What follows belongs to an exercise in optimizing a design on an open flow for small area, a short achievable clock period and few clock cycles per item; a production flow would make more cautious choices.
The RTL was checked by simulation tests, not by an equivalence proof against the original design.
Power and IR drop assume default switching activity.

==> flow/design.v <==
package ia_pkg;
    localparam int tile_size         = 8;    
    localparam int tile_log2         = 3;    
    localparam int data_width        = 16;   
    localparam int bus_width         = 32;                           
    localparam int bytes_per_beat    = 4;
    localparam int beats_per_row_max = tile_size / bytes_per_beat;   
    localparam int reg_width         = 16;   
    localparam int len_width         = 3;    
    typedef enum logic [1:0] {
        IDLE = 2'b00,
        INIT = 2'b11,   
        LOAD = 2'b01,
        SEND = 2'b10
    } loader_state_e;
    typedef enum logic {
        WRITE = 1'b0,
        READ  = 1'b1
    } icb_op_e;
endpackage
module ia_pfx_add #(
    parameter int W = 16
) (
    input  logic [W-1:0] a,
    input  logic [W-1:0] b,
    output logic [W-1:0] s
);
    logic [W-1:0] g, p;
    always_comb begin
        g = a & b;
        p = a ^ b;
        for (int d = 1; d < W; d = d * 2)
            for (int i = W - 1; i >= d; i--) begin
                g[i] = g[i] | (p[i] & g[i-d]);
                p[i] = p[i] & p[i-d];
            end
    end
    assign s = a ^ b ^ {g[W-2:0], 1'b0};
endmodule
module ia_csel_add #(
    parameter int W = 16
) (
    input  logic [W-1:0] a,
    input  logic [W-1:0] b,
    output logic [W-1:0] s
);
    localparam int L = W / 2;
    localparam int H = W - L;
    logic [L:0]   lo;     
    logic [H-1:0] hi0, hi1;
    logic         lo_unused;
    ia_pfx_add #(L + 1) u_lo  (.a({1'b0, a[L-1:0]}), .b({1'b0, b[L-1:0]}), .s(lo));
    ia_pfx_add #(H)     u_hi0 (.a(a[W-1:L]),          .b(b[W-1:L]),          .s(hi0));
    ia_pfx_add #(H + 1) u_hi1 (.a({a[W-1:L], 1'b1}),  .b({b[W-1:L], 1'b1}),  .s({hi1, lo_unused}));
    assign s = {lo[L] ? hi1 : hi0, lo[L-1:0]};
endmodule
module ia_loader_top (
    input  logic                                          clk,
    input  logic                                          rst_n,
    input  logic                                          init_cfg,
    input  logic [ia_pkg::reg_width-1:0]                  k,
    input  logic [ia_pkg::reg_width-1:0]                  n,
    input  logic [ia_pkg::reg_width-1:0]                  m,
    input  logic [ia_pkg::reg_width-1:0]                  lhs_base,
    input  logic [ia_pkg::reg_width-1:0]                  lhs_row_stride_b,
    input  logic signed [ia_pkg::reg_width-1:0]           lhs_zp,
    input  logic                                          send_ia_trigger,
    output logic                                          icb_cmd_valid,
    input  logic                                          icb_cmd_ready,
    output logic                                          icb_cmd_read,
    output logic [ia_pkg::reg_width-1:0]                  icb_cmd_addr,
    output logic [ia_pkg::len_width-1:0]                  icb_cmd_len,
    input  logic                                          icb_rsp_valid,
    output logic                                          icb_rsp_ready,
    input  logic [ia_pkg::bus_width-1:0]                  icb_rsp_rdata,
    output logic [ia_pkg::tile_size*ia_pkg::data_width-1:0] ia_out,
    output logic                                          ia_row_valid,
    output logic                                          ia_is_init_data,
    output logic                                          ia_calc_done,
    output logic                                          ia_sending_done,
    output logic                                          ia_data_valid
);
    function automatic logic [7:0] rot1(input logic [7:0] x);
        rot1 = {x[6:0], x[7]};
    endfunction
    logic [12:0] n_hi, m_hi;      
    logic        n_lo_z, m_lo_z;  
    logic        k_lo_z;          
    logic [2:0]  k_lo_m1;         
    logic        n_lo_two;        
    logic        ct1, lt1;        
    logic [15:0] stride;
    logic [15:0] zp;
    logic [2:0]  base_lo;         
    logic        w_act;           
    logic [12:0] c_rem, l_rem, r_rem;
    logic [12:0] tile_hi, row_hi;  
    logic [2:0]  c_left;          
    logic        w_nv;            
    logic        w_first, w_lc, w_ll, w_lr;   
    logic        c_v;             
    logic        cmd_len0;
    logic        r_v, r_done;
    logic [7:0]  r_lastoh;        
    logic [7:0]  r_mask;          
    logic        r_two, r_first, r_lc;
    logic [7:0]  wr_oh;
    logic        wr_beat;
    logic        s_v;             
    logic [7:0]  rd_oh;           
    logic [7:0]  s_lastoh;
    logic        s_first, s_lc;
    logic [7:0]  occ;             
    logic [63:0] rowreg;          
    logic [7:0]  rowc4;           
    logic        rr_v;            
    logic        rr_first, rr_lc, rr_last;   
    logic        idle;            
    logic [63:0] store [8];
    wire [2:0] w_rows_m1  = w_lr ? k_lo_m1 : 3'd7;
    wire       w_two      = !w_lc || n_lo_two;
    wire       more_rows  = (c_left != 3'd0);
    wire       more_tiles = !(w_lc && w_ll && w_lr);
    wire       adv        = !icb_cmd_valid || icb_cmd_ready;
    wire       init       = init_cfg && idle;
    wire acc       = icb_rsp_valid && icb_rsp_ready;
    wire r_lbeat   = !r_two || wr_beat;
    wire r_lrow    = |(wr_oh & r_lastoh);
    wire tile_in   = r_v && (r_done || (acc && r_lbeat && r_lrow));
    wire trig_acc  = ia_data_valid && send_ia_trigger;
    wire show      = rr_v && (!ia_data_valid || send_ia_trigger);   
    wire rd        = s_v && (!rr_v || show);                         
    wire s_last    = |(rd_oh & s_lastoh);
    wire handoff   = tile_in && (!s_v || (rd && s_last));
    wire r_take    = c_v && (!r_v || handoff);
    wire       s_v_n     = handoff || (s_v && !(rd && s_last));
    wire [7:0] rd_oh_n   = handoff ? 8'd1 : rd ? rot1(rd_oh) : rd_oh;
    wire [7:0] occ_n     = handoff ? r_mask : (occ & ~({8{rd}} & rd_oh));
    wire       rr_v_n    = rd || (rr_v && !show);
    wire       dv_n      = rd ? rd_oh[0] : (ia_data_valid && !trig_acc);
    wire       r_v_n     = r_take || (r_v && !handoff);
    wire       r_done_n  = r_v && tile_in && !handoff;
    wire [7:0] wr_oh_n   = handoff ? 8'd1 : (acc && r_lbeat) ? rot1(wr_oh) : wr_oh;
    wire       wr_beat_n = handoff ? 1'b0 : acc ? (r_two && !wr_beat) : wr_beat;
    logic [3:0] rdy_c;
    for (genvar i = 0; i < 4; i++) begin : g_rdy
        wire       x_acc      = (i % 2 == 1) && icb_rsp_ready;
        wire       x_trig     = (i / 2 == 1);
        wire       x_tile_in  = r_v && (r_done || (x_acc && r_lbeat && r_lrow));
        wire       x_show     = rr_v && (!ia_data_valid || x_trig);
        wire       x_rd       = s_v && (!rr_v || x_show);
        wire       x_handoff  = x_tile_in && (!s_v || (x_rd && s_last));
        wire       x_r_take   = c_v && (!r_v || x_handoff);
        wire [7:0] x_rd_oh_n  = x_handoff ? 8'd1 : x_rd ? rot1(rd_oh) : rd_oh;
        wire [7:0] x_occ_n    = x_handoff ? r_mask : (occ & ~({8{x_rd}} & rd_oh));
        wire       x_rr_v_n   = x_rd || (rr_v && !x_show);
        wire       x_dv_n     = x_rd ? rd_oh[0] : (ia_data_valid && !x_trig);
        wire       x_r_v_n    = x_r_take || (r_v && !x_handoff);
        wire       x_r_done_n = r_v && x_tile_in && !x_handoff;
        wire [7:0] x_wr_oh_n  = x_handoff ? 8'd1 : (x_acc && r_lbeat) ? rot1(wr_oh) : wr_oh;
        wire       x_free_n   = !(|(x_occ_n & x_wr_oh_n)) ||
                                ((|(x_wr_oh_n & x_rd_oh_n)) && (!x_rr_v_n || !x_dv_n));
        assign rdy_c[i] = x_r_v_n && !x_r_done_n && x_free_n;
    end
    wire       rdy_n     = rdy_c[{send_ia_trigger, icb_rsp_valid}];
    wire in_lc = (n[15:3] == {12'd0, n[2:0] == 3'd0});
    wire in_ll = (m[15:3] == {12'd0, m[2:0] == 3'd0});
    wire in_lr = (k[15:3] == {12'd0, k[2:0] == 3'd0});
    always_ff @(posedge clk) begin
        if (init) begin
            n_hi     <= n[15:3];
            m_hi     <= m[15:3];
            n_lo_z   <= (n[2:0] == 3'd0);
            m_lo_z   <= (m[2:0] == 3'd0);
            k_lo_z   <= (k[2:0] == 3'd0);
            k_lo_m1  <= k[2:0] - 3'd1;
            n_lo_two <= (n[2:0] == 3'd0) || (n[2:0] > 3'd4);
            ct1      <= in_lc;
            lt1      <= in_ll;
            stride   <= lhs_row_stride_b;
            zp       <= lhs_zp;
            base_lo  <= lhs_base[2:0];
        end
    end
    wire [15:0] addr_row;         
    logic [12:0] tile_inc;        
    logic [12:0] row_next;        
    wire  [12:0] tile_inc_c, row_next_c;
    wire [12:0] c_dec, l_dec, r_dec;
    ia_csel_add #(16) u_add_row (.a(icb_cmd_addr), .b(stride),        .s(addr_row));
    ia_pfx_add #(13) u_add_col  (.a(tile_hi),      .b(13'd1),         .s(tile_inc_c));
    ia_pfx_add #(13) u_add_trow (.a(row_hi),       .b(stride[12:0]),  .s(row_next_c));
    always_ff @(posedge clk) begin
        tile_inc <= tile_inc_c;
        row_next <= row_next_c;
    end
    ia_pfx_add #(13) u_dec_c    (.a(c_rem),        .b(13'h1fff),      .s(c_dec));
    ia_pfx_add #(13) u_dec_l    (.a(l_rem),        .b(13'h1fff),      .s(l_dec));
    ia_pfx_add #(13) u_dec_r    (.a(r_rem),        .b(13'h1fff),      .s(r_dec));
    logic [12:0] c_rem_nt, l_rem_nt, r_rem_nt;
    logic [12:0] row_hi_nt, tile_hi_nt;
    logic        first_nt, lc_nt, ll_nt, lr_nt;
    always_comb begin
        c_rem_nt   = c_rem;
        l_rem_nt   = l_rem;
        r_rem_nt   = r_rem;
        row_hi_nt  = row_hi;
        tile_hi_nt = tile_hi;
        first_nt   = 1'b1;
        lc_nt      = ct1;
        ll_nt      = w_ll;
        lr_nt      = w_lr;
        if (!w_lc) begin
            c_rem_nt   = c_dec;
            tile_hi_nt = tile_inc;
            first_nt   = 1'b0;
            lc_nt      = (c_rem[12:2] == 11'd0) && (c_rem[1:0] == (n_lo_z ? 2'd2 : 2'd1));
        end else if (!w_ll) begin
            c_rem_nt   = n_hi;
            l_rem_nt   = l_dec;
            tile_hi_nt = row_hi;
            ll_nt      = (l_rem[12:2] == 11'd0) && (l_rem[1:0] == (m_lo_z ? 2'd2 : 2'd1));
        end else begin
            c_rem_nt   = n_hi;
            l_rem_nt   = m_hi;
            r_rem_nt   = r_dec;
            row_hi_nt  = row_next;
            tile_hi_nt = row_next;
            ll_nt      = lt1;
            lr_nt      = (r_rem[12:2] == 11'd0) && (r_rem[1:0] == (k_lo_z ? 2'd2 : 2'd1));
        end
    end
    wire w_adv      = w_act && !w_nv && !c_v && more_tiles;
    wire w_done     = w_act && !w_nv && !more_tiles;
    wire load_row   = adv && icb_cmd_valid && more_rows;
    wire load_first = adv && !(icb_cmd_valid && more_rows) && w_nv;
    wire w_act_n    = init || (w_act && !w_done);
    wire cmd_vld_n  = init || load_row || load_first || (icb_cmd_valid && !adv);
    wire c_v_n      = init || w_adv || (c_v && !r_take);
    always_ff @(posedge clk) begin
        if (init) begin
            c_rem        <= n[15:3];
            l_rem        <= m[15:3];
            r_rem        <= k[15:3];
            tile_hi      <= lhs_base[15:3];
            row_hi       <= lhs_base[15:3];
            w_first      <= 1'b1;
            w_lc         <= in_lc;
            w_ll         <= in_ll;
            w_lr         <= in_lr;
        end else if (w_adv) begin
            c_rem        <= c_rem_nt;
            l_rem        <= l_rem_nt;
            r_rem        <= r_rem_nt;
            tile_hi      <= tile_hi_nt;
            row_hi       <= row_hi_nt;
            w_first      <= first_nt;
            w_lc         <= lc_nt;
            w_ll         <= ll_nt;
            w_lr         <= lr_nt;
        end
    end
    always_ff @(posedge clk) begin
        if (init) begin
            icb_cmd_addr <= lhs_base;
            c_left       <= in_lr ? k[2:0] - 3'd1 : 3'd7;
        end else if (load_row) begin
            icb_cmd_addr <= addr_row;
            c_left       <= c_left - 3'd1;
        end else if (load_first) begin
            icb_cmd_addr <= {tile_hi, base_lo};
            c_left       <= w_rows_m1;
        end
    end
    always_ff @(posedge clk or negedge rst_n) begin
        if (!rst_n) begin
            w_act         <= 1'b0;
            w_nv          <= 1'b0;
            icb_cmd_valid <= 1'b0;
            cmd_len0      <= 1'b0;
            c_v           <= 1'b0;
        end else begin
            w_act         <= w_act_n;
            icb_cmd_valid <= cmd_vld_n;
            c_v           <= c_v_n;
            if (init || load_first)
                w_nv <= 1'b0;
            else if (w_adv)
                w_nv <= 1'b1;
            if (init)
                cmd_len0 <= (n[15:3] != 13'd0) || (n[2:0] > 3'd4);
            else if (load_first)
                cmd_len0 <= w_two;
        end
    end
    assign icb_cmd_len  = {2'b00, cmd_len0};
    assign icb_cmd_read = 1'b1;
    always_ff @(posedge clk or negedge rst_n) begin
        if (!rst_n) begin
            r_v             <= 1'b0;
            r_done          <= 1'b0;
            wr_oh           <= 8'd1;
            wr_beat         <= 1'b0;
            icb_rsp_ready   <= 1'b0;
            s_v             <= 1'b0;
            rd_oh           <= 8'd1;
            occ             <= 8'd0;
            rr_v            <= 1'b0;
            ia_data_valid   <= 1'b0;
            ia_row_valid    <= 1'b0;
            ia_is_init_data <= 1'b0;
            ia_calc_done    <= 1'b0;
            ia_sending_done <= 1'b0;
            idle            <= 1'b1;
        end else begin
            r_v             <= r_v_n;
            r_done          <= r_done_n;
            wr_oh           <= wr_oh_n;
            wr_beat         <= wr_beat_n;
            icb_rsp_ready   <= rdy_n;
            s_v             <= s_v_n;
            rd_oh           <= rd_oh_n;
            occ             <= occ_n;
            rr_v            <= rr_v_n;
            ia_data_valid   <= dv_n;
            ia_row_valid    <= show;
            ia_is_init_data <= show && rr_first;
            ia_calc_done    <= show && rr_lc;
            ia_sending_done <= show && rr_last;
            idle            <= !(w_act_n || cmd_vld_n || c_v_n || r_v_n || s_v_n || rr_v_n);
        end
    end
    always_ff @(posedge clk) begin
        if (r_take) begin
            for (int r = 0; r < 8; r++) begin
                r_lastoh[r] <= (w_rows_m1 == 3'(r));
                r_mask[r]   <= (w_rows_m1 >= 3'(r));
            end
            r_two     <= w_two;
            r_first   <= w_first;
            r_lc      <= w_lc;
        end
        if (handoff) begin
            s_lastoh  <= r_lastoh;
            s_first   <= r_first;
            s_lc      <= r_lc;
        end
    end
    for (genvar r = 0; r < 8; r++) begin : g_row
        for (genvar b = 0; b < 2; b++) begin : g_beat
            always_ff @(posedge clk) begin
                if (acc && wr_oh[r] && wr_beat == 1'(b))
                    store[r][32*b +: 32] <= icb_rsp_rdata;
            end
        end
    end
    logic [63:0] rd_mux;
    always_comb begin
        rd_mux = '0;
        for (int r = 0; r < 8; r++)
            rd_mux = rd_mux | ({64{rd_oh[r]}} & store[r]);
    end
    logic [7:0] rd_c4;
    always_comb begin
        for (int c = 0; c < 8; c++) begin
            logic [3:0] bb, gg, pp;
            bb = rd_mux[8*c +: 4];
            gg = bb & zp[3:0];
            pp = bb | zp[3:0];
            rd_c4[c] = gg[3] | (pp[3] & gg[2]) | (pp[3] & pp[2] & gg[1]) |
                       (pp[3] & pp[2] & pp[1] & gg[0]);
        end
    end
    always_ff @(posedge clk) begin
        if (rd) begin
            rowreg   <= rd_mux;
            rowc4    <= rd_c4;
            rr_first <= s_first;
            rr_lc    <= s_lc;
            rr_last  <= s_last;
        end
    end
    wire [7:0]  zp_hi   = zp[15:8];
    logic       zp_max, zp_min;
    logic [7:0] hi_up, hi_dn;    
    always_ff @(posedge clk) begin
        zp_max <= (zp_hi == 8'h7f);
        zp_min <= (zp_hi == 8'h80);
        hi_up  <= (zp_hi == 8'h7f) ? zp_hi : zp_hi + 8'd1;
        hi_dn  <= (zp_hi == 8'h80) ? zp_hi : zp_hi - 8'd1;
    end
    for (genvar c = 0; c < 8; c++) begin : g_cvt
        wire [7:0] b  = rowreg[8*c +: 8];
        wire [7:0] z  = zp[7:0];
        wire [7:0] g  = b & z;
        wire [7:0] p  = b | z;
        wire       c4 = rowc4[c];
        wire [8:1] cy;
        assign cy[1] = g[0];
        assign cy[2] = g[1] | (p[1] & g[0]);
        assign cy[3] = g[2] | (p[2] & g[1]) | (p[2] & p[1] & g[0]);
        assign cy[4] = c4;
        assign cy[5] = g[4] | (p[4] & c4);
        assign cy[6] = g[5] | (p[5] & g[4]) | (p[5] & p[4] & c4);
        assign cy[7] = g[6] | (p[6] & g[5]) | (p[6] & p[5] & g[4]) | (p[6] & p[5] & p[4] & c4);
        assign cy[8] = g[7] | (p[7] & g[6]) | (p[7] & p[6] & g[5]) | (p[7] & p[6] & p[5] & g[4]) |
                       (p[7] & p[6] & p[5] & p[4] & c4);
        wire       c8 = cy[8];
        wire [7:0] s  = b ^ z ^ {cy[7:1], 1'b0};
        wire [7:0] hi_c1 = b[7] ? zp_hi : hi_up;
        wire [7:0] hi_c0 = b[7] ? hi_dn : zp_hi;
        wire [7:0] lo_c1 = s | {8{!b[7] && zp_max}};
        wire [7:0] lo_c0 = s & ~{8{b[7] && zp_min}};
        always_ff @(posedge clk) ia_out[16*c +: 16] <= c8 ? {hi_c1, lo_c1} : {hi_c0, lo_c0};
    end
endmodule
==> flow/run.sh <==
#!/bin/bash
# synth_recipe.tcl (not shown) runs the flow's synth.tcl, then flattens the netlist and writes it again
# the make line also repeats each setting of config.mk as NAME=value (left out here)
make -C /OpenROAD-flow-scripts/flow DESIGN_CONFIG=/design/flow/config.mk WORK_HOME=/design/flow/orfs CLKGATE_MAP_FILE= SYNTH_SCRIPT=/design/flow/synth_recipe.tcl finish
==> flow/config.mk <==
export PLATFORM = sky130hd
export DESIGN_NAME = ia_loader_top
export DESIGN_NICKNAME = ia_loader_top
export VERILOG_FILES = /design/flow/design.v
export SDC_FILE = /design/flow/constraint.sdc
export NUM_CORES = 4
export LEC_CHECK = 0
export ABC_AREA = 1
export ABC_CLOCK_PERIOD_IN_PS = 2500
export CAP_MARGIN = 20
export CORE_MARGIN = 2
export CORE_UTILIZATION = 60
export CTS_CLUSTER_SIZE = 30
export SETUP_SLACK_MARGIN = 3.25
export SLEW_MARGIN = 20
==> flow/constraint.sdc <==
create_clock -name core_clock -period 5.5 [get_ports {clk}]
set_input_delay 1.1000 -clock core_clock [delete_from_list [all_inputs] [get_ports {clk}]]
set_output_delay 1.1000 -clock core_clock [all_outputs]
set_load 0.01 [all_outputs]
==> run_results.csv, run 1 <==
group,metric,value,unit
synthesis,synthesis.area,42600,sq um
status,run_status,"finished clean",
sta,max_slew_margin,32.8,%
worst_setup_path,worst_ep_arrival_time,3.02,ns
global_routing,grt_pass1_wl,188,mm
power,vdd_ir_drop_max,356,uV
sta,timing_hold_violations_final,0,
floorplanning,floorplan.initialDensity,60.7,%
floorplanning,die-area,73100,sq um
synthesis,post_synth_inst_count,3726,
route,avg_wl_per_cell,25.4,um
worst_setup_path,worst_path_max_fanout,5,
global_routing,first_global_vias,30600,
floorplanning,ios,289,
route,ant_nets,0,
synthesis,netlist-cell-type-count,66,
route,via_count,32500,
synthesis,synthDominantAreaCellType,"edfxtp_1",
clock_tree,cts_hold_buffers,0,
sta,worst_setup_skew_after_layout,0.0399,ns
sta,setup_ws,3.03,ns
worst_setup_path,crit_path_start_kind,"register",
min_path,min-delay-path-class,"reg -> reg",
clock_tree,cts_tree,"built",
route,drt_iter0_drc,4093,
sta,period_minus_slack,2.47,ns
sta,timing.setup.tns,0,ns
placement,routability_driven_placement_congestion_ratio,0.936,
global_routing,globalRoute.totalOverflow,0,
job,max-cap-violations,0,
route,drt-pass1-iter-count,6,
global_routing,grt_start_max_net_pins,59,
layout,number_of_nets_in_the_layout,4567,
floorplanning,design.core.area,70100,sq um
worst_setup_path,reg2reg_from,"zp[5]",
power,leakage,20.8,nW
worst_setup_path,cp_cell_sequence,"clkinvlp_4 > buf_6 > ha_1 > inv_1 > a221oi_2 > nor2_1 > nor2_2 > o21bai_4 > nor2_4 > buf_4 > a21oi_2",
synthesis,netlist_top_cells_area,"edfxtp_1 (54%), dfxtp_1 (8.1%), nand2_1 (6.9%)",
sta,setup_viol_count_final,0,
synthesis,yosys_most_used_dff,"edfxtp_1",
worst_setup_path,r2r_setup_slack,3.03,ns
global_routing,grtUsageTotal,34.3,%
route,detail_route.wirelength,134,mm
route,number_of_vias_per_cell,6.14,
synthesis,postSynthAreaPerCell,11.4,sq um
route,route.detailed.drc,0,
synthesis,yosys.area.top_type_share,54.4,%
worst_setup_path,critical_path_class,"reg -> reg",
min_path,hold_start,"s_lc",
worst_setup_path,max_stage_delay,0.50,ns
sta,final_min_period_over_clock_period,44.9,%
placement,area_after_dpl,46700,sq um
placement,dpl.hpwl,80.3,mm
worst_setup_path,crit_required,6.05,ns
worst_setup_path,critPathCaptureType,"register",
layout,final_cell_area,53800,sq um
worst_setup_path,worst_r2r_endpoint,"ia_out[2]",
sta,grt_setup_unrepaired,"yes",
layout,layout_cell_share_with_drive_strength_beyond_1,23.7,%
clock_tree,ctsRootBufferMaster,"clkbuf_16",
synthesis,synth.top_cells.by_count,"nand2_1 (787), edfxtp_1 (772), o21ai_0 (294)",
sta,number_of_slew_limit_violations_in_the_final_report,0,
layout,fillCellCount,4491,
floorplanning,die-height,270,um
synthesis,synth_most_common_cell,"nand2_1",
clock_tree,clk_latency,0.67,ns
floorplanning,die-width,270,um
clock_tree,cts.reportedPaths.clkPinSlew,0.06,ns
clock_tree,cts_h_tree_depth,3,
global_routing,grt_antenna_before_repair,5,
placement,io_buffers,285,
synthesis,asyncSetResetFlopFracSynth,4.16,%
clock_tree,numCtsBuffers,99,
placement,preCtsSetupSlack,1.63,ns
min_path,hold_depth,0,
worst_setup_path,worstRegToRegCells,11,
sta,fmax,0.405,GHz
clock_tree,cts-root-to-sink-buffers,3,
layout,area_growth_syn_to_layout,26.3,%
clock_tree,tritoncts_num_sinks,986,
floorplanning,row_count,97,
power,pwr_density_cell,591,nW/um^2
synthesis,synth_seq_cells,986,
synthesis,synth-edff-count,772,
synthesis,synth.yosys.seq_area_share,65.0,%
min_path,min_to,"rr_lc",
sta,worstMarginPinSlew,1.01,ns
synthesis,yosysWarnings,5,
worst_setup_path,critical-path-slowest-cell,"edfxtp_1",
[how the worst max path moves through the flow]
| stage | start | endpoint | depth (start not counted) |
|---|---|---|---|
| 3_3_place_gp | init_cfg | row_hi[7] | 5 |
| 6_report | zp[5] | ia_out[2] | 11 |
| 3_5_place_dp | init_cfg | row_hi[12] | 5 |
| 4_1_cts | icb_rsp_ready | icb_rsp_ready | 1 |
| 5_1_grt | stride[0] | icb_cmd_addr[15] | 14 |
| 2_1_floorplan | send_ia_trigger | r_first | 6 |
[cell usage in the layout, fill, tap and decap left out, types with 18 or more instances in the layout]
cell type | Yosys | layout
clkbuf_1 | 95 | 20
buf_4 | 11 | 214
dfxtp_1 | 173 | 130
clkbuf_16 | 0 | 104
buf_2 | 39 | 112
xnor2_1 | 31 | 31
nand4_1 | 57 | 57
nor2_4 | 1 | 26
o21ai_1 | 11 | 66
nand2_4 | 5 | 18
buf_6 | 2 | 84
nand2_2 | 12 | 39
nand2_1 | 787 | 743
a221oi_2 | 9 | 22
nor2_1 | 214 | 179
a221oi_1 | 87 | 64
o211ai_1 | 74 | 74
nor3_1 | 43 | 27
edfxtp_1 | 772 | 772
clkinv_2 | 0 | 29
inv_1 | 264 | 240
dfxtp_2 | 0 | 40
dfrtp_1 | 38 | 27
xor2_1 | 66 | 64
a22o_1 | 38 | 38
nand3_1 | 152 | 115
a21oi_1 | 139 | 98
nand3_2 | 0 | 24
nor2_2 | 8 | 19
o21ai_0 | 294 | 210
o21ai_2 | 1 | 29
clkdlybuf4s50_1 | 0 | 127
buf_12 | 1 | 36
ha_1 | 145 | 125
a21oi_2 | 3 | 41
clkinv_1 | 13 | 19
[power by group]
part / switching, W / internal (W)
combinational: 0.00852 / 0.00552
sequential: 0.00107 / 0.0101
clock: 0.00287 / 0.00369
total: 0.0125 / 0.0193
[through the flow]
step / cells / utilization, % / power (W) / hold WS [ns]
after floorplan: 3727 / - / 0.0170 / 0.400
after global placement: 4837 / 66.5 / 0.0214 / 0.405
after detailed placement: 4837 / 66.5 / 0.0216 / 0.411
after CTS: 5161 / 72.9 / 0.0292 / 0.422
after global routing: 5291 / 76.6 / 0.0330 / 0.420
final: 5293 / 76.6 / 0.0318 / 0.419
[logic make-up after synthesis]
kind of cell | after synthesis | synth area share (%)
other | 2 | 0.0176
adders and majority gates | 163 | 5.11
xor gates and xnor gates | 97 | 2.00
buffers and inverters | 445 | 4.23
DFF | 986 | 65.0
AOI/OAI and AO/OA | 714 | 10.5
and+or+nand+nor | 1319 | 13.1
[final cells by class]
| class | count | area [sq um] | area share (%) |
|---|---|---|---|
| timing repair inverter | 5 | 30.0 | 0.0559 |
| sequential | 986 | 27800 | 51.7 |
| clock buffer | 122 | 2590 | 4.82 |
| inverter | 281 | 1160 | 2.16 |
| multi-input combinational | 2303 | 15000 | 27.8 |
| clock inverter | 56 | 532 | 0.989 |
| antenna | 6 | 15.0 | 0.0279 |
| timing repair buffer | 594 | 5520 | 10.3 |
| tap | 940 | 1180 | 2.19 |
[what timing repair did]
action / CTS / global route
pin swaps: 67 / 123
setup buffers: 135 / 112
setup endpoints to repair: 1139 / 551
cloned: 11 / 14
resized for setup: 833 / 422
[flip-flops by register name, indices dropped and copies added (netlist names), 16 cells and up]
register,flops
store,512
stride,16
zp,16
ia_out,128
rowreg,64
icb_cmd_addr,16
[metal layers]
layer,up-vias,GRT usage (%),routed length (um)
met3,372,6.81,14000
met4,4,12.5,5950
met5,-,0,83
met1,15800,47.1,51100
li1,14300,-,-
met2,2023,54.7,63400
[critical path, delay by kind of cell, from the launching register on]
kind | cells | cell delay [ns]
simple gates | 3 | 0.59
compound gates | 3 | 0.54
buf+inv | 4 | 0.52
flops | 1 | 0.50
fa+ha+maj | 1 | 0.18
Testbench counts, summed over its fixed seeds: cycles 40,453, tiles 2,306.
==> inputs of run 2 (changes only) <==
--- a/flow/config.mk
+++ b/flow/config.mk
@@ -12,4 +12,3 @@
 export CORE_UTILIZATION = 60
-export CTS_CLUSTER_SIZE = 30
-export SETUP_SLACK_MARGIN = 3.25
+export SETUP_SLACK_MARGIN = 2.8
 export SLEW_MARGIN = 20
==> run 2 against run 1 <==
Synthesized cell count did not move; largest power group is now registers; worst hold slack better by 0.0033 ns; sequential cell count unchanged; clock-buffer cell count grew 8; die area did not move; register-to-register slack got worse by 0.16 ns; highest routed layer unchanged; first-iteration DRC count shrank 19%; critical path depth down 7; sequential share of layout area is 3.5 points higher; final area down 6.6%.
==> run_results.csv, run 2 <==
group,metric,value,unit
status,run_status,"finished clean",
layout,mostFrequentLayoutCell,"nand2_1",
route,detail_route.wirelength,119,mm
worst_setup_path,critical_path_class,"in -> reg",
job,max-cap-violations,0,
route,via_count,30300,
floorplanning,ios,289,
layout,layout.area.seq,27700,sq um
layout,number_of_nets_in_the_layout,4324,
synthesis,yosysWarnings,5,
sta,worstMarginPinSlew,1.03,ns
route,m1WireLength,46.6,mm
sta,final_min_period_over_clock_period,48.6,%
clock_tree,clk_latency,0.67,ns
power,vdd_ir_drop_max,399,uV
power,totalPowerFinal,0.0285,W
clock_tree,cts_h_tree_depth,3,
worst_setup_path,worst_path_max_fanout,32,
placement,placed_cells,4824,
sta,grt_setup_unrepaired,"yes",
global_routing,grtUsageTotal,32.1,%
floorplanning,die-width,270,um
clock_tree,cts-root-to-sink-buffers,3,
synthesis,post_synth_inst_count,3726,
route,met2_wirelength,56.8,mm
layout,largest_reg_flops,512,
layout,fillCellCount,4860,
route,number_of_vias_per_cell,6.00,
power,leakage,19.2,nW
synthesis,synth.top_cells.by_count,"nand2_1 (787), edfxtp_1 (772), o21ai_0 (294)",
worst_setup_path,cp_cell_sequence,"clkdlybuf4s50_1 > nand2_8 > nor3_4 > buf_4",
clock_tree,cts_tree,"built",
layout,final_cell_mix,"nand2_1 (783), edfxtp_1 (772), o21ai_0 (291), inv_1 (260), clkdlybuf4s50_1 (218)",
synthesis,synth_seq_cells,986,
route,route.detailed.drc,0,
layout,area_growth_syn_to_layout,17.9,%
worst_setup_path,worst_ep_arrival_time,2.98,ns
sta,fmax,0.374,GHz
global_routing,first_global_vias,29300,
synthesis,asyncSetResetFlopFracSynth,4.16,%
floorplanning,row_count,97,
placement,dpl.hpwl,76.9,mm
synthesis,yosys.area.top_type_share,54.4,%
worst_setup_path,crit_path_start_kind,"primary input",
placement,routability_driven_placement_congestion_ratio,0.946,
floorplanning,die-area,73100,sq um
sta,worst_setup_skew_after_layout,0.0327,ns
synthesis,yosys_most_used_dff,"edfxtp_1",
synthesis,netlist-cell-type-count,66,
clock_tree,ctsRootBufferMaster,"clkbuf_16",
layout,layout_cell_share_with_drive_strength_beyond_1,8.56,%
synthesis,postSynthAreaPerCell,11.4,sq um
synthesis,synthesis.area,42600,sq um
global_routing,globalRoute.totalOverflow,0,
global_routing,grt_pass1_wl,177,mm
route,avg_wl_per_cell,23.4,um
synthesis,synth.yosys.seq_area_share,65.0,%
clock_tree,numCtsBuffers,100,
power,pwr_density_cell,568,nW/um^2
layout,multiInputGateArea,13400,sq um
floorplanning,die-height,270,um
sta,timing.setup.tns,0,ns
floorplanning,floorplan.initialDensity,60.7,%
global_routing,grt_antenna_before_repair,4,
synthesis,synth-edff-count,772,
route,met3_wirelength,9.28,mm
sta,setup_viol_count_final,0,
sta,fin_worst_hold_slack,0.422,ns
route,top_layer_used,"met5",
worst_setup_path,critical-path-slowest-cell,"clkdlybuf4s50_1",
layout,top_regs,"store: 512 flops, ia_out: 128 flops, rowreg: 64 flops",
clock_tree,cts.reportedPaths.clkPinSlew,0.06,ns
route,drt_iter0_drc,3310,
sta,timing_hold_violations_final,0,
clock_tree,tritoncts_num_sinks,986,
global_routing,grt_start_max_net_pins,79,
worst_setup_path,critPathCaptureType,"register",
worst_setup_path,crit_required,5.80,ns
route,drt-pass1-iter-count,6,
placement,io_buffers,285,
sta,period_minus_slack,2.67,ns
synthesis,synthDominantAreaCellType,"edfxtp_1",
synthesis,netlist_top_cells_area,"edfxtp_1 (54%), dfxtp_1 (8.1%), nand2_1 (6.9%)",
floorplanning,design.core.area,70100,sq um
layout,final_instance_count_without_filler_cells,5057,
synthesis,synth_most_common_cell,"nand2_1",
worst_setup_path,max_stage_delay,0.75,ns
route,ant_nets,0,
layout,largest-register,"store",
min_path,min-delay-path-class,"reg -> reg",
sta,max_slew_margin,31.2,%
sta,number_of_slew_limit_violations_in_the_final_report,0,
==> run 2: worst paths after layout <==
kind                          startpoint             to  slack [ns]  cells past startpoint
min                                 r_lc           s_lc        0.42                      0
max                        icb_rsp_valid   store[2][15]        2.83                      4
min reg2reg                         r_lc           s_lc        0.42                      0
max in group asynchronous          rst_n  icb_rsp_ready        4.12                      1
max reg2reg                     rd_oh[1]       rowc4[0]        2.87                      9
min in group asynchronous          rst_n        wr_beat        0.62                      1
==> run 2: layout make-up <==
type	count	share of cell area (%)
timing repair inverter	1	0.0150
sequential	986	55.2
clock inverter	59	1.21
antenna	3	0.0150
clock buffer	130	5.48
inverter	281	2.19
tap	940	2.34
timing repair buffer	360	6.82
multi-input combinational	2297	26.7
==> run 2: report_power, final <==
group          switching (W)  internal, W  total [W]
Clock                0.00288      0.00393    0.00681
Combinational        0.00658      0.00365     0.0102
Sequential           0.00139       0.0101     0.0114
Total                 0.0109       0.0176     0.0285
==> run 2: per-stage QoR <==
stage,cell area (sq um),worst slack (ns),utilization [%]
global route,50200,2.78,71.6
detailed placement,46400,1.69,66.1
CTS,49900,2.68,71.1
global placement,46400,1.85,66.1
floorplan,42900,2.03,-
finish,50200,2.83,71.6
==> run 2: cells by family (layout without fill, tap and decap cells) <==
kind of cell | after synthesis | after routing | synth area share [%]
buffers and inverters | 445 | 831 | 4.23
xor gates and xnor gates | 97 | 97 | 2.00
DFF | 986 | 986 | 65.0
AOI/OAI and AO/OA | 714 | 714 | 10.5
adders and majority gates | 163 | 163 | 5.11
other | 2 | 6 | 0.0176
and+or+nand+nor | 1319 | 1320 | 13.1
==> run 2: per-layer routing <==
metal  GRT usage (%)  up-vias
li1                -    13800
met1            42.5    14800
met2            52.5     1443
met3            5.06      307
met4            14.6        2
met5               0        -
==> run 2: what timing repair did <==
| item | in CTS | in global routing |
|---|---|---|
| buffers inserted | 10 | 29 |
| setup endpoints to repair | 471 | 161 |
| cloned | 2 | 0 |
| gates resized for setup | 94 | 28 |
| hold buffers | 0 | 0 |
| pin swaps | 4 | 6 |
==> run 2: worst max-delay path, delay by kind of cell <==
kind                   cells  cell delay, ns
buffers and inverters      2            1.32
and+or+nand+nor            2            0.51
==> inputs of run 3 (changes only) <==
--- a/flow/config.mk
+++ b/flow/config.mk
@@ -11,4 +11,4 @@
 export CORE_MARGIN = 2
-export CORE_UTILIZATION = 60
-export SETUP_SLACK_MARGIN = 2.8
+export CORE_UTILIZATION = 70
+export SETUP_SLACK_MARGIN = 3.0
 export SLEW_MARGIN = 20
==> run 3 against run 2 <==
Setup slack better by 0.13 ns; largest cell class unchanged; clock-buffer cell count shrank 2; sequential power about the same; clock skew increased by 0.012 ns; area after synthesis is the same; fmax up 5.1%; core utilization up 13 points; still clean on timing, DRC and antenna.
==> run_results.csv, run 3 <==
group,metric,value,unit
placement,routability_driven_placement_congestion_ratio,0.987,
synthesis,asyncSetResetFlopFracSynth,4.16,%
clock_tree,cts_tree,"built",
placement,dpl.hpwl,79.5,mm
synthesis,synth-edff-count,772,
power,leakage,19.6,nW
layout,area_growth_syn_to_layout,19.1,%
synthesis,synth_most_common_cell,"nand2_1",
floorplanning,design.core.area,60200,sq um
synthesis,post_synth_inst_count,3726,
route,drt-pass1-iter-count,9,
clock_tree,numCtsBuffers,95,
global_routing,grtUsageTotal,40.5,%
floorplanning,floorplan.initialDensity,70.7,%
sta,timing_hold_violations_final,0,
clock_tree,ctsRootBufferMaster,"clkbuf_16",
worst_setup_path,crit_required,5.88,ns
synthesis,synthDominantAreaCellType,"edfxtp_1",
sta,grt_setup_unrepaired,"yes",
synthesis,synth.top_cells.by_count,"nand2_1 (787), edfxtp_1 (772), o21ai_0 (294)",
layout,final_cell_area,50700,sq um
placement,io_buffers,285,
synthesis,yosys_most_used_dff,"edfxtp_1",
floorplanning,die-width,251,um
synthesis,postSynthAreaPerCell,11.4,sq um
global_routing,first_global_vias,31300,
floorplanning,ios,289,
synthesis,netlist_top_cells_area,"edfxtp_1 (54%), dfxtp_1 (8.1%), nand2_1 (6.9%)",
worst_setup_path,crit_path_start_kind,"register",
clock_tree,cts.reportedPaths.clkPinSlew,0.06,ns
floorplanning,row_count,90,
placement,area_after_dpl,46200,sq um
route,number_of_vias_per_cell,6.59,
route,via_count,32700,
synthesis,yosys.area.top_type_share,54.4,%
worst_setup_path,worst_path_max_fanout,49,
route,ant_nets,0,
route,route.detailed.drc,0,
sta,number_of_slew_limit_violations_in_the_final_report,0,
layout,largest-register,"store",
layout,mostFrequentLayoutCell,"nand2_1",
worst_setup_path,worst_ep_arrival_time,2.93,ns
sta,period_minus_slack,2.54,ns
route,drt_iter0_drc,4582,
sta,final_min_period_over_clock_period,46.2,%
clock_tree,tritoncts_num_sinks,986,
clock_tree,clk_latency,0.69,ns
route,avg_wl_per_cell,26.6,um
floorplanning,die-area,62800,sq um
sta,setup_viol_count_final,0,
synthesis,synth.yosys.seq_area_share,65.0,%
layout,post-route-util,84.2,%
power,totalPowerFinal,0.0295,W
layout,number_of_nets_in_the_layout,4392,
power,vdd_ir_drop_max,407,uV
placement,placed_cells,4672,
layout,largest_reg_flops,512,
layout,layout_cell_share_with_drive_strength_beyond_1,10.7,%
global_routing,grt_pass1_wl,189,mm
layout,top_regs,"store: 512 flops, ia_out: 128 flops, rowreg: 64 flops",
synthesis,netlist-cell-type-count,66,
worst_setup_path,critical_path_class,"reg -> reg",
clock_tree,cts_h_tree_depth,3,
min_path,min-delay-path-class,"reg -> reg",
global_routing,grt_antenna_before_repair,9,
sta,worst_setup_skew_after_layout,0.0446,ns
sta,timing.setup.tns,0,ns
job,max-cap-violations,0,
clock_tree,cts-root-to-sink-buffers,3,
global_routing,grt_start_max_net_pins,79,
status,run_status,"finished clean",
sta,fmax,0.393,GHz
synthesis,yosysWarnings,5,
power,pwr_density_cell,581,nW/um^2
route,detail_route.wirelength,132,mm
synthesis,synth_seq_cells,986,
layout,final_instance_count_without_filler_cells,4959,
layout,final_cell_mix,"nand2_1 (777), edfxtp_1 (772), o21ai_0 (288), inv_1 (256), nor2_1 (201)",
sta,max_slew_margin,26.0,%
floorplanning,die-height,251,um
synthesis,synthesis.area,42600,sq um
sta,worstMarginPinSlew,1.11,ns
global_routing,globalRoute.totalOverflow,0,
worst_setup_path,critPathCaptureType,"register",
==> run 3: cell type report <==
type	count	area (sq um)
Timing Repair inverter	2	15.0
Sequential cell	986	27700
Multi-Input combinational cell	2298	13700
Inverter	281	1110
Tap cell	782	978
Timing Repair Buffer	431	4120
Clock inverter	46	513
Antenna cell	5	12.5
Fill cell	3025	9520
Clock buffer	128	2580
==> run 3: what timing repair did <==
action                                  4_1_cts  5_1_grt
gates cloned                                  3        2
endpoints found under the setup margin      692      331
resized for setup                           239       70
hold buffers                                  0        0
pin swaps                                    24       15
setup buffers                                54       48
==> run 3: power by group <==
group	total (W)	switching, W	internal [W]
clock	0.00650	0.00289	0.00361
sequential	0.0111	0.00108	0.0101
combinational	0.0118	0.00777	0.00405
==> run 3: logic make-up after synthesis <==
kind of cell             Yosys count  share of synthesized area (%)
flip-flops                       986                           65.0
XOR/XNOR                          97                           2.00
AND/OR/NAND/NOR                 1319                           13.1
buffers and inverters            445                           4.23
AO/OA/AOI/OAI                    714                           10.5
other                              2                         0.0176
adder cells (fa/ha/maj)          163                           5.11
==> run 3: worst paths after layout <==
check,cells after the start,slack [ns],endpoint,startpoint
worst max-delay path,11,2.96,rowc4[3],rd_oh[6]
worst max register to register,11,2.96,rowc4[3],rd_oh[6]
worst min-delay path,0,0.43,rr_lc,s_lc
min in group asynchronous,1,0.60,w_nv,rst_n
worst min register to register,0,0.43,rr_lc,s_lc
max in group asynchronous,1,4.13,icb_rsp_ready,rst_n
==> run 3: worst max-delay path, cell delays in order, from the launching register on <==
cell and delay, ns:
dfrtp_4 0.53, buf_12 0.21, nand2_1 0.11, nand3_1 0.09, a221oi_2 0.23, nand4_1 0.16, buf_4 0.19, or2_2 0.29
o21ai_0 0.09, inv_1 0.08, nand3_1 0.09, nand3_1 0.13
==> run 3: per-stage QoR <==
stage                     hold WS (ns)  setup slack [ns]
final                            0.432              2.96
after global placement           0.403              1.93
after CTS                        0.431              2.93
after global routing             0.431              2.89
after floorplan                  0.400              2.03
after detailed placement         0.408              1.79
==> run 3: per-layer routing <==
metal	wire length [um]	part of all wire [%]	vias to the layer above	global-route usage, %
li1	-	-	13900	-
met2	62400	47	2687	65.0
met1	45200	34	15600	51.8
met3	18000	14	520	11.4
met5	31	0.023	-	0
met4	6460	4.9	6	18.2

what the ideal ports hide:
No port has a modelled driver above. Below, the same layouts with a new extraction and two added sets of constraints. Step 1, drivers: a clkbuf_16 drives clk and a buf_2 each remaining input, both assumed. Step 2 times the ports against the registers' clock, not the clock port: input delays grow and output delays shrink by t, the midpoint of the rising clock arrivals with the driver on. Three values: ideal ports, drivers, drivers and shift; two values: the first two.
run	t, ns	setup WS [ns]	hold slack, ns	worst setup path after step 2	worst register clock-pin slew, ns
run 1	0.722	3.031 / 3.016 / 2.493	0.419 / 0.419 / 0.419	input to register	0.07 / 0.07
run 2	0.725	2.827 / 2.763 / 2.050	0.422 / 0.422 / 0.422	input to register	0.07 / 0.07
run 3	0.730	2.957 / 2.926 / 2.359	0.432 / 0.432 / 0.432	input to register	0.07 / 0.07
After both steps setup and hold are still met in every run listed. For run 2, which loses most, drivers alone change the setup slack by -0.064 ns; drivers and shift together by -0.777 ns.
